This is an optimization exercise on Yosys and OpenROAD, whose aim is small area, a short achievable clock period and few clock cycles per item, not a production implementation. Power figures rest on the tool's default switching activity, not on a simulated workload.

## build 43
==> flow/design.v <==
package deq_pkg;
	localparam logic [2:0] CMD_PUSH_BACK  = 3'd0;
	localparam logic [2:0] CMD_PUSH_FRONT = 3'd1;
	localparam logic [2:0] CMD_POP_FRONT  = 3'd2;
	localparam logic [2:0] CMD_POP_BACK   = 3'd3;
	localparam logic [2:0] CMD_DUMP       = 3'd4;
	localparam logic [1:0] STAT_OK    = 2'd0;
	localparam logic [1:0] STAT_FULL  = 2'd1;
	localparam logic [1:0] STAT_EMPTY = 2'd2;
	localparam int VALUE_W = 32;
	typedef logic [4:0] fill_t;
	typedef struct packed {
		logic [2:0]                cmd;
		logic signed [VALUE_W-1:0] item_value;
	} in_item_t;
	typedef struct packed {
		logic signed [VALUE_W-1:0] out_value;
		logic [1:0]                status;
		logic                      last_of_run;
		fill_t                     fill_count;
	} out_item_t;
endpackage
module deq_ram #(
	parameter int WIDTH = 32,
	parameter int DEPTH = 16
) (
	input  logic             clk,
	input  logic [DEPTH-1:0] we,
	input  logic [WIDTH-1:0] wdata,
	input  logic [DEPTH-1:0] rsel,
	output logic [WIDTH-1:0] rdata
);
	logic [WIDTH-1:0] mem_q [DEPTH];
	always_ff @(posedge clk) begin
		for (int i = 0; i < DEPTH; i++) begin
			if (we[i]) begin
				mem_q[i] <= wdata;
			end
		end
	end
	always_comb begin
		rdata = '0;
		for (int i = 0; i < DEPTH; i++) begin
			rdata = rdata | (mem_q[i] & {WIDTH{rsel[i]}});
		end
	end
endmodule
module deq_ctrl #(
	parameter int DEPTH = 16
) (
	input  logic                        clk,
	input  logic                        arst_n,
	input  logic                        cmd_valid,
	output logic                        cmd_stall,
	input  deq_pkg::in_item_t           cmd_item,
	output logic                        res_valid,
	input  logic                        res_stall,
	output deq_pkg::out_item_t          res_item,
	output logic [DEPTH-1:0]            ram_we,
	output logic [DEPTH-1:0]            ram_rsel,
	input  logic [deq_pkg::VALUE_W-1:0] ram_rdata
);
	logic [3:0]       front_q, back_q;
	logic [4:0]       cnt_q;
	logic             s1_v;
	logic [DEPTH-1:0] s1_rsel;
	logic [1:0]       s1_status;
	logic             s1_last;
	logic [3:0]       s1_left;
	logic                        o_v;
	logic [deq_pkg::VALUE_W-1:0] o_val;
	logic [1:0]                  o_status;
	logic                        o_last;
	logic [4:0]                  o_fill;
	logic             full, empty;
	logic             o_free, s1_adv, accept;
	logic [3:0]       front_m1, back_m1;
	logic [DEPTH-1:0] oh_front, oh_front_m1, oh_back, oh_back_m1;
	assign full  = cnt_q[4];
	assign empty = (cnt_q == 5'd0);
	assign front_m1 = front_q - 4'd1;
	assign back_m1  = back_q - 4'd1;
	always_comb begin
		for (int i = 0; i < DEPTH; i++) begin
			oh_front[i]    = (front_q == i[3:0]);
			oh_front_m1[i] = (front_m1 == i[3:0]);
			oh_back[i]     = (back_q == i[3:0]);
			oh_back_m1[i]  = (back_m1 == i[3:0]);
		end
	end
	assign o_free    = !o_v || !res_stall;
	assign s1_adv    = s1_v && o_free;
	assign cmd_stall = s1_v && (!o_free || !s1_last);
	assign accept    = cmd_valid && !cmd_stall;
	always_comb begin
		ram_we = '0;
		if (accept && !full && cmd_item.cmd == deq_pkg::CMD_PUSH_BACK)  ram_we = oh_back;
		if (accept && !full && cmd_item.cmd == deq_pkg::CMD_PUSH_FRONT) ram_we = oh_front_m1;
	end
	assign ram_rsel = s1_rsel;
	assign res_valid            = o_v;
	assign res_item.out_value   = o_val;
	assign res_item.status      = o_status;
	assign res_item.last_of_run = o_last;
	assign res_item.fill_count  = o_fill;
	always_ff @(posedge clk or negedge arst_n) begin
		if (!arst_n) begin
			front_q <= '0;
			back_q  <= '0;
			cnt_q   <= '0;
			s1_v    <= 1'b0;
			o_v     <= 1'b0;
		end else begin
			if (o_free) begin
				o_v <= s1_v;
			end
			if (accept) begin
				s1_v <= 1'b1;
				case (cmd_item.cmd)
					deq_pkg::CMD_PUSH_BACK: begin
						if (!full) begin
							back_q <= back_q + 4'd1;
							cnt_q  <= cnt_q + 5'd1;
						end
					end
					deq_pkg::CMD_PUSH_FRONT: begin
						if (!full) begin
							front_q <= front_m1;
							cnt_q   <= cnt_q + 5'd1;
						end
					end
					deq_pkg::CMD_POP_FRONT: begin
						if (!empty) begin
							front_q <= front_q + 4'd1;
							cnt_q   <= cnt_q - 5'd1;
						end
					end
					deq_pkg::CMD_POP_BACK: begin
						if (!empty) begin
							back_q <= back_m1;
							cnt_q  <= cnt_q - 5'd1;
						end
					end
					deq_pkg::CMD_DUMP: ;
					default: s1_v <= 1'b0;
				endcase
			end else if (s1_adv && s1_last) begin
				s1_v <= 1'b0;
			end
		end
	end
	always_ff @(posedge clk) begin
		if (accept) begin
			s1_rsel   <= '0;
			s1_last   <= 1'b1;
			s1_status <= deq_pkg::STAT_OK;
			s1_left   <= cnt_q[3:0] - 4'd1;
			case (cmd_item.cmd)
				deq_pkg::CMD_PUSH_BACK, deq_pkg::CMD_PUSH_FRONT: begin
					if (full) s1_status <= deq_pkg::STAT_FULL;
				end
				deq_pkg::CMD_POP_FRONT: begin
					if (empty) s1_status <= deq_pkg::STAT_EMPTY;
					else s1_rsel <= oh_front;
				end
				deq_pkg::CMD_POP_BACK: begin
					if (empty) s1_status <= deq_pkg::STAT_EMPTY;
					else s1_rsel <= oh_back_m1;
				end
				deq_pkg::CMD_DUMP: begin
					if (empty) begin
						s1_status <= deq_pkg::STAT_EMPTY;
					end else begin
						s1_rsel <= oh_front;
						s1_last <= (cnt_q == 5'd1);
					end
				end
				default: ;
			endcase
		end else if (s1_adv) begin
			s1_rsel <= {s1_rsel[DEPTH-2:0], s1_rsel[DEPTH-1]};
			s1_left <= s1_left - 4'd1;
			s1_last <= (s1_left == 4'd1);
		end
	end
	always_ff @(posedge clk) begin
		if (o_free) begin
			o_val    <= ram_rdata;
			o_status <= s1_status;
			o_last   <= s1_last;
			o_fill   <= cnt_q;
		end
	end
endmodule
module double_ended_queue_core #(
	parameter int DEPTH = 16
) (
	input  logic               clk,
	input  logic               arst_n,
	input  logic               cmd_valid,
	output logic               cmd_stall,
	input  deq_pkg::in_item_t  cmd_item,
	output logic               res_valid,
	input  logic               res_stall,
	output deq_pkg::out_item_t res_item
);
	logic [DEPTH-1:0]            ram_we;
	logic [DEPTH-1:0]            ram_rsel;
	logic [deq_pkg::VALUE_W-1:0] ram_rdata;
	deq_ctrl #(
		.DEPTH (DEPTH)
	) u_ctrl (
		.clk       (clk),
		.arst_n    (arst_n),
		.cmd_valid (cmd_valid),
		.cmd_stall (cmd_stall),
		.cmd_item  (cmd_item),
		.res_valid (res_valid),
		.res_stall (res_stall),
		.res_item  (res_item),
		.ram_we    (ram_we),
		.ram_rsel  (ram_rsel),
		.ram_rdata (ram_rdata)
	);
	deq_ram #(
		.WIDTH (deq_pkg::VALUE_W),
		.DEPTH (DEPTH)
	) u_ram (
		.clk   (clk),
		.we    (ram_we),
		.wdata (cmd_item.item_value),
		.rsel  (ram_rsel),
		.rdata (ram_rdata)
	);
endmodule
module deq_top (
	input  logic        clk,
	input  logic        arst_n,
	input  logic        cmd_valid,
	output logic        cmd_stall,
	input  logic [34:0] cmd_item,
	output logic        res_valid,
	input  logic        res_stall,
	output logic [39:0] res_item
);
	deq_pkg::in_item_t  cmd_s;
	deq_pkg::out_item_t res_s;
	assign cmd_s    = cmd_item;
	assign res_item = res_s;
	double_ended_queue_core #(
		.DEPTH (16)
	) u_core (
		.clk       (clk),
		.arst_n    (arst_n),
		.cmd_valid (cmd_valid),
		.cmd_stall (cmd_stall),
		.cmd_item  (cmd_s),
		.res_valid (res_valid),
		.res_stall (res_stall),
		.res_item  (res_s)
	);
endmodule
make LEC_CHECK=0 CAP_MARGIN=20 CORE_MARGIN=2 CORE_UTILIZATION=40 SETUP_SLACK_MARGIN=2.0 SLEW_MARGIN=20 finish   # period 4.0 ns
run.sh (not shown) runs the stock make flow with config.mk's settings and CLKGATE_MAP_FILE= SYNTH_SCRIPT=/design/flow/synth_recipe.tcl, a recipe that flattens the netlist after the stock synthesis.
Inputs modified between build 43 and trial 31:
-- flow/design.v --
<<< build 43, line 93
	assign cmd_stall = s1_v && (!o_free || !s1_last);
	assign accept    = cmd_valid && !cmd_stall;
	always_comb begin
		ram_we = '0;
		if (accept && !full && cmd_item.cmd == deq_pkg::CMD_PUSH_BACK)  ram_we = oh_back;
		if (accept && !full && cmd_item.cmd == deq_pkg::CMD_PUSH_FRONT) ram_we = oh_front_m1;
	end
	assign ram_rsel = s1_rsel;
	assign res_valid            = o_v;
>>> trial 31, line 93
	assign cmd_stall = s1_v && (!o_free || !s1_last);
	assign accept    = cmd_valid && !cmd_stall;
	assign ram_we = (oh_back | oh_front_m1) & {DEPTH{!full && !(s1_v && !o_free)}};
	assign ram_rsel = s1_rsel;
	assign res_valid            = o_v;
Notes after the runs:
In the flow results for trial 31 and build 43, the setup slack is larger on build 43.
The lower sequential power of trial 31 and build 43 is in build 43.
Trial 31 — total power of the final layout about 27% higher, build 43 as reference
The lower signed area change from the synthesized netlist to the final layout of trial 31 and build 43 is in trial 31.
Area of the core essentially unchanged between trial 31 and build 43.
Going from build 43 to trial 31, combined area of the multi-input logic cells grew slightly.
Sequential cell area fraction in the yosys report (lower): trial 31
As far as design area is concerned, build 43 and trial 31 perform about the same.
Sort trial 31 and build 43 by global-route usage, descending, and build 43 comes first.
No run of this note included a check of the RTL's function; only the layout flow was run.

port drivers added, routing unchanged:
The results above use ideal ports. As a check the final layouts listed here were re-extracted and re-timed, cells and wires unchanged. Step 1 sets driving cells, clkbuf_16 on the clock port and buf_2 on the other inputs (assumed; they add their load-dependent delay and slew). Step 2 times the ports against the registers' clock, not the clock port: input delays grow and output delays shrink by t, the midpoint of the rising clock arrivals with the driver on. Slacks: ideal ports / drivers / drivers and shift; pairs: ideal ports / drivers.
run | t, ns | slack for setup (ns) | cell pins on the clock port's net
build 43 | 0.669 | 1.713 / 1.724 / 1.078 | 1
trial 31 | 0.682 | 1.683 / 1.683 / 1.328 | 1
After both steps setup and hold are still met in every run listed. For build 43, which loses most, drivers alone change the setup slack by +0.011 ns; drivers and shift together by -0.635 ns.
